What follows belongs to an exercise in optimizing a design on an open flow for small area, a short achievable clock period and few clock cycles per item; a production flow would make more cautious choices.
At most, simulation tests tie the RTL to the original design; equivalence was not proved.
Power figures rest on the tool's default switching activity, not on a simulated workload.

==> inputs of 10-26 <==
## dxt1_dxt5_block_decoder_core
module dxt1_dxt5_block_decoder_core #(
    parameter int MAX_DIMENSION = 4096
) (
    input  logic         i_clk,
    input  logic         i_rst_n,
    input  logic         i_cfg_valid,
    output logic         o_cfg_ready,
    input  logic [1:0]   i_cfg_index,
    input  logic [12:0]  i_cfg_data,
    input  logic         s_axis_tvalid,
    output logic         s_axis_tready,
    input  logic [127:0] s_axis_tdata,    
    output logic         m_axis_tvalid,
    input  logic         m_axis_tready,
    output logic [55:0]  m_axis_tdata,    
    output logic         m_axis_tlast,
    output logic [0:0]   m_axis_tuser     
);
    localparam logic [1:0] AM_INTERP = 2'd0;
    localparam logic [1:0] AM_ZERO   = 2'd1;
    localparam logic [1:0] AM_FULL   = 2'd2;
    function automatic logic [9:0] blkdim1(input logic [12:0] v);
        if (v[12]) begin
            blkdim1 = 10'd1023;
        end else if (v[11:2] == 10'd0) begin
            blkdim1 = 10'd0;
        end else begin
            blkdim1 = v[11:2] - 10'd1;
        end
    endfunction
    function automatic logic [23:0] expand565(input logic [15:0] v);
        expand565 = {v[4:0], v[4:2], v[10:5], v[10:9], v[15:11], v[15:13]};
    endfunction
    function automatic logic [7:0] div3(input logic [9:0] n);
        logic [1:0] r;
        logic [3:0] t;
        logic [9:0] q;
        r = 2'd0;
        for (int i = 4; i >= 0; i--) begin
            t = st3({r, n[2*i +: 2]});
            q[2*i +: 2] = t[3:2];
            r = t[1:0];
        end
        div3 = q[7:0];
    endfunction
    function automatic logic [8:0] divmod57(input logic [7:0] d, input logic seven);
        logic [2:0] r7, r5;
  ...
clock: 9.0 ns
lec_check: 0
abc_area: 1
cap_margin: 20
core_margin: 2
core_utilization: 40
cts_cluster_diameter: 80
cts_cluster_size: 20
slew_margin: 20
setup_slack_margin: 5.5
buffer_ports_args: -buffer_cell sky130_fd_sc_hd__buf_1
standard.sh (not shown) runs the stock make flow with config.mk's settings and CLKGATE_MAP_FILE= SYNTH_SCRIPT=/design/flow/synth_recipe.tcl, a recipe that flattens the netlist after the stock synthesis.
==> flow/flow/run.sh <==
#!/bin/bash
set -o pipefail
cat >> config.mk <<'CFG'
export SETUP_SLACK_MARGIN = 5.5
export BUFFER_PORTS_ARGS = -buffer_cell sky130_fd_sc_hd__buf_1
CFG
bash standard.sh > standard_run.log 2>&1
==> 05-12: changes against 10-26 <==
--- a/flow/design.v
+++ b/flow/design.v
@@ -330,18 +330,15 @@
     end
     logic [9:0]   r_col, r_row;
     logic [21:0]  r_bb;            
     logic         r_busy;          
     logic [3:0]   r_it;
     logic         r_rdy;           
     logic         r_bv;            
-    logic [63:0]  r_lo;            
-    logic [31:0]  r_hidx;          
-    logic [31:0]  r_chdr;          
-    logic         r_bfour;         
+    logic [63:0]  r_lo, r_hi;
     logic         r_bfmt;
     logic [9:0]   r_bbw;           
     logic         r_lc, r_lr;
     logic [7:0]   r_bad;           
     logic         r_bseven;        
     logic [3:0]   r_k;             
     logic [1:0]   r_nci;           
@@ -365,15 +362,14 @@
     logic         r_upd;           
     logic w_acc, w_go, w_sel, w_first, w_pend, w_wwrite, w_bset, w_step, w_nrow, w_upd;
     logic w_bv_n, w_busy_n;
     logic [21:0] w_aug, w_add, w_sum;
     logic [11:0] w_rm;
     logic [10:0] w_col1, w_row1;
     logic        w_cin;
-    logic [22:0] w_sum23, w_idx23;
     assign w_acc    = s_axis_tvalid && r_rdy;
     assign w_go     = r_cv && (!r_ov || m_axis_tready);
     assign w_sel    = r_bv && (!r_cv || w_go);
     assign w_first  = w_go && (r_ok == 4'd0);
     assign w_upd    = r_upd;
     assign w_pend   = (r_bv && r_k == 4'd0) || (r_cv && r_ok == 4'd0) || r_upd;
     assign w_wwrite = i_cfg_valid && (i_cfg_index == 2'd1);
@@ -394,16 +390,15 @@
             w_cin = 1'b0;
         end else begin
             w_aug = (r_it == 4'd0) ? 22'd0 : {r_bb[20:0], 1'b0};
             w_cin = w_rm[4'd11 - r_it];
             w_add = w_cin ? 22'(r_bw) : 22'd0;
         end
     end
-    assign w_sum23 = {w_aug, 1'b1} + {w_add, w_cin};
-    assign w_sum   = w_sum23[22:1];
+    assign w_sum = w_aug + w_add + 22'(w_cin);
     assign w_bv_n   = w_acc ? 1'b1 : (w_sel && r_k == 4'd15) ? 1'b0 : r_bv;
     assign w_busy_n = w_bset ? 1'b1 : (w_step && r_it == 4'd12) ? 1'b0 : r_busy;
     always_ff @(posedge i_clk) begin
         if (!i_rst_n) begin
             r_col  <= 10'd0;
             r_row  <= 10'd0;
             r_bb   <= 22'd0;
@@ -443,25 +438,21 @@
                 end else begin
                     r_col <= w_col1[9:0];
                     if (!r_busy) r_bb <= w_sum;
                 end
             end
         end
     end
-    logic [7:0]  w_ia0, w_ia1;
-    logic [31:0] w_ihdr;
-    assign w_ihdr = r_fmt ? s_axis_tdata[95:64] : s_axis_tdata[31:0];
+    logic [7:0] w_ia0, w_ia1;
     assign w_ia0 = s_axis_tdata[7:0];
     assign w_ia1 = s_axis_tdata[15:8];
     always_ff @(posedge i_clk) begin
         if (r_rdy) begin
             r_lo     <= s_axis_tdata[63:0];
-            r_hidx   <= s_axis_tdata[127:96];
-            r_chdr   <= w_ihdr;
-            r_bfour  <= r_fmt || (w_ihdr[15:0] > w_ihdr[31:16]);
+            r_hi     <= s_axis_tdata[127:64];
             r_bfmt   <= r_fmt;
             r_bbw    <= r_bw;
             r_lc     <= (r_col >= r_bw);
             r_lr     <= (r_row >= r_bh);
             r_bseven <= (w_ia0 > w_ia1);
             r_bad    <= (w_ia0 > w_ia1) ? (w_ia0 - w_ia1) : (w_ia1 - w_ia0);
         end
@@ -469,35 +460,37 @@
     logic [3:0] w_k1;
     assign w_k1 = r_k + 4'd1;
     always_ff @(posedge i_clk) begin
         if (r_rdy) begin
             r_nci <= r_fmt ? s_axis_tdata[97:96] : s_axis_tdata[33:32];
             r_nai <= s_axis_tdata[18:16];
         end else if (w_sel) begin
-            r_nci <= r_bfmt ? r_hidx[2 * w_k1 +: 2] : r_lo[32 + 2 * w_k1 +: 2];
+            r_nci <= r_bfmt ? r_hi[32 + 2 * w_k1 +: 2] : r_lo[32 + 2 * w_k1 +: 2];
             r_nai <= r_lo[16 + 3 * w_k1 +: 3];
         end
     end
+    logic [63:0] w_cw;
     logic [15:0] w_c0, w_c1;
     logic [23:0] w_e0, w_e1;
     logic [1:0]  w_ci;
     logic [2:0]  w_ai;
     logic        w_four, w_zero, w_sx, w_sy;
     logic [7:0]  w_ex, w_ey;
     logic [29:0] w_n;
     logic [2:0]  w_j;
     logic [1:0]  w_am;
     always_comb begin
-        w_c0   = r_chdr[15:0];
-        w_c1   = r_chdr[31:16];
+        w_cw   = r_bfmt ? r_hi : r_lo;
+        w_c0   = w_cw[15:0];
+        w_c1   = w_cw[31:16];
         w_e0   = expand565(w_c0);
         w_e1   = expand565(w_c1);
         w_ci   = r_nci;
         w_ai   = r_nai;
-        w_four = r_bfour;
+        w_four = r_bfmt || (w_c0 > w_c1);
         w_zero = !w_four && (w_ci == 2'd3);
         w_sx   = w_ci[0];
         w_sy   = w_ci[0] ^ w_ci[1];
         for (int ch = 0; ch < 3; ch++) begin
             w_ex = w_sx ? w_e1[ch*8 +: 8] : w_e0[ch*8 +: 8];
             w_ey = w_sy ? w_e1[ch*8 +: 8] : w_e0[ch*8 +: 8];
             if (w_zero) begin
@@ -560,26 +553,25 @@
         w_z  = w_s3 + w_y3[7:0];
         case (r_cam)
             AM_ZERO: w_alpha = 8'd0;
             AM_FULL: w_alpha = 8'd255;
             default: w_alpha = r_pseven ? ~w_z : w_z;
         endcase
     end
-    assign w_idx23 = {r_idx, 1'b1} + {12'd0, r_bbw, 1'b1};
     always_ff @(posedge i_clk) begin
         if (w_go) begin
             r_rgba  <= {w_alpha, w_rgb};
             r_olast <= (r_ok == 4'd15);
             r_ouser <= (r_ok == 4'd15) && r_blast;
             r_oklo  <= r_ok[1:0];
             if (r_ok == 4'd0) begin
                 r_idx   <= r_bb;
                 r_blast <= r_lc && r_lr;
             end else if (r_ok[1:0] == 2'd0) begin
-                r_idx <= w_idx23[22:1];
+                r_idx <= r_idx + 22'(r_bbw) + 22'd1;
             end
         end
     end
     assign s_axis_tready = r_rdy;
     assign m_axis_tvalid = r_ov;
     assign m_axis_tdata  = {r_idx, r_oklo, r_rgba};
     assign m_axis_tlast  = r_olast;
CORE_UTILIZATION = 60   (was 40)
CTS_CLUSTER_DIAMETER = unset   (was 80)
CTS_CLUSTER_SIZE = unset   (was 20)
==> 08-17: changes against 10-26 <==
--- a/flow/design.v
+++ b/flow/design.v
@@ -365,15 +365,14 @@
     logic         r_upd;           
     logic w_acc, w_go, w_sel, w_first, w_pend, w_wwrite, w_bset, w_step, w_nrow, w_upd;
     logic w_bv_n, w_busy_n;
     logic [21:0] w_aug, w_add, w_sum;
     logic [11:0] w_rm;
     logic [10:0] w_col1, w_row1;
     logic        w_cin;
-    logic [22:0] w_sum23, w_idx23;
     assign w_acc    = s_axis_tvalid && r_rdy;
     assign w_go     = r_cv && (!r_ov || m_axis_tready);
     assign w_sel    = r_bv && (!r_cv || w_go);
     assign w_first  = w_go && (r_ok == 4'd0);
     assign w_upd    = r_upd;
     assign w_pend   = (r_bv && r_k == 4'd0) || (r_cv && r_ok == 4'd0) || r_upd;
     assign w_wwrite = i_cfg_valid && (i_cfg_index == 2'd1);
@@ -394,16 +393,15 @@
             w_cin = 1'b0;
         end else begin
             w_aug = (r_it == 4'd0) ? 22'd0 : {r_bb[20:0], 1'b0};
             w_cin = w_rm[4'd11 - r_it];
             w_add = w_cin ? 22'(r_bw) : 22'd0;
         end
     end
-    assign w_sum23 = {w_aug, 1'b1} + {w_add, w_cin};
-    assign w_sum   = w_sum23[22:1];
+    assign w_sum = w_aug + w_add + 22'(w_cin);
     assign w_bv_n   = w_acc ? 1'b1 : (w_sel && r_k == 4'd15) ? 1'b0 : r_bv;
     assign w_busy_n = w_bset ? 1'b1 : (w_step && r_it == 4'd12) ? 1'b0 : r_busy;
     always_ff @(posedge i_clk) begin
         if (!i_rst_n) begin
             r_col  <= 10'd0;
             r_row  <= 10'd0;
             r_bb   <= 22'd0;
@@ -560,26 +558,25 @@
         w_z  = w_s3 + w_y3[7:0];
         case (r_cam)
             AM_ZERO: w_alpha = 8'd0;
             AM_FULL: w_alpha = 8'd255;
             default: w_alpha = r_pseven ? ~w_z : w_z;
         endcase
     end
-    assign w_idx23 = {r_idx, 1'b1} + {12'd0, r_bbw, 1'b1};
     always_ff @(posedge i_clk) begin
         if (w_go) begin
             r_rgba  <= {w_alpha, w_rgb};
             r_olast <= (r_ok == 4'd15);
             r_ouser <= (r_ok == 4'd15) && r_blast;
             r_oklo  <= r_ok[1:0];
             if (r_ok == 4'd0) begin
                 r_idx   <= r_bb;
                 r_blast <= r_lc && r_lr;
             end else if (r_ok[1:0] == 2'd0) begin
-                r_idx <= w_idx23[22:1];
+                r_idx <= r_idx + 22'(r_bbw) + 22'd1;
             end
         end
     end
     assign s_axis_tready = r_rdy;
     assign m_axis_tvalid = r_ov;
     assign m_axis_tdata  = {r_idx, r_oklo, r_rgba};
     assign m_axis_tlast  = r_olast;
CTS_CLUSTER_DIAMETER = unset   (was 80)
CTS_CLUSTER_SIZE = unset   (was 20)
==> results.txt <==
| metric | 05-12 | 10-26 | 08-17 |
|---|---|---|---|
| Die boundary width | 202.9 µm | 246.1 µm | 245.4 µm |
| Post-synth EDFFs | 268 | 261 | 261 |
| Max frequency | 275.8 MHz | 283.8 MHz | 277.2 MHz |
| Least setup slack across all paths after layout | 5.374 ns | 5.477 ns | 5.393 ns |
| Die Span Y | 202.9 µm | 246.1 µm | 245.4 µm |
| Int Pwr | 4.287 mW | 3.681 mW | 4.019 mW |
| Critical path depth | 16 | 15 | 15 |
| Initial core utilization | 61.16% | 40.57% | 40.41% |
| Length of routed met3 wiring | 4160 µm | 3247 µm | 3617 µm |
| Fillers | 3172 | 5665 | 5694 |
| Clock transition at path regs | 0.06 ns | 0.09 ns | 0.06 ns |
| Post-Place Setup Slack | 4.703 ns | 4.782 ns | 4.633 ns |
| Portion of netlist area occupied by mux cells | 0.5480% | 0.08536% | 0% |
| Length in cells of the worst reg-to-reg path | 16 | 15 | 15 |
| Drt via density | 5.647 | 5.209 | 5.228 |
| Xor and xnor fraction of the mapped netlist area | 3.504% | 2.315% | 2.742% |
| Count of buffers not belonging to the clock network in the layout | 258 | 239 | 251 |
| Outcome | no timing/DRC/antenna violations | no timing/DRC/antenna violations | no timing/DRC/antenna violations |
| Area growth from synthesis to layout | 13.28% | 11.45% | 14.06% |
| Placeable core area | 0.03883 mm² | 0.05781 mm² | 0.05770 mm² |
| Total power density per cell area | 275.1 mW/mm² | 244.2 mW/mm² | 253.6 mW/mm² |
| Share of power burned in combinational logic | 49.0% | 46.8% | 43.7% |
Testbench counts of 10-26, summed over its fixed seeds: cycles 17,440, items 16,384.
Testbench counts of 08-17, summed over its fixed seeds: cycles 17,440, items 16,384.
Only the layout flow was run in 05-12; the RTL was not checked for function there.

## afterwards: timing with drivers on the ports
Ports are ideal in the flow. The routed layouts listed here were re-timed in OpenROAD. Step 1, drivers: a clkbuf_16 drives i_clk and a buf_2 each remaining input, both assumed. Step 2 times the ports against the registers' clock, not the clock port: input delays grow and output delays shrink by t, the midpoint of the rising clock arrivals with the driver on. a / b / c = ideal / step 1 / step 2; a / b = the first two.
run | shift t [ns] | slack for setup (ns) | hold WS [ns] | slew at the worst register clock pin (ns) | pins driven straight from the clock port
10-26 | 0.645 | 5.477 / 5.477 / 5.004 | 0.503 / 0.503 / 0.503 | 0.09 / 0.09 | 1
05-12 | 0.611 | 5.374 / 5.374 / 5.036 | 0.481 / 0.481 / 0.481 | 0.06 / 0.06 | 1
08-17 | 0.637 | 5.393 / 5.393 / 5.058 | 0.474 / 0.474 / 0.474 | 0.06 / 0.06 | 1
After both steps setup and hold are still met in every run listed. The setup slack of 10-26, which loses most, moves by 0.000 ns with the drivers and by -0.473 ns with both steps.
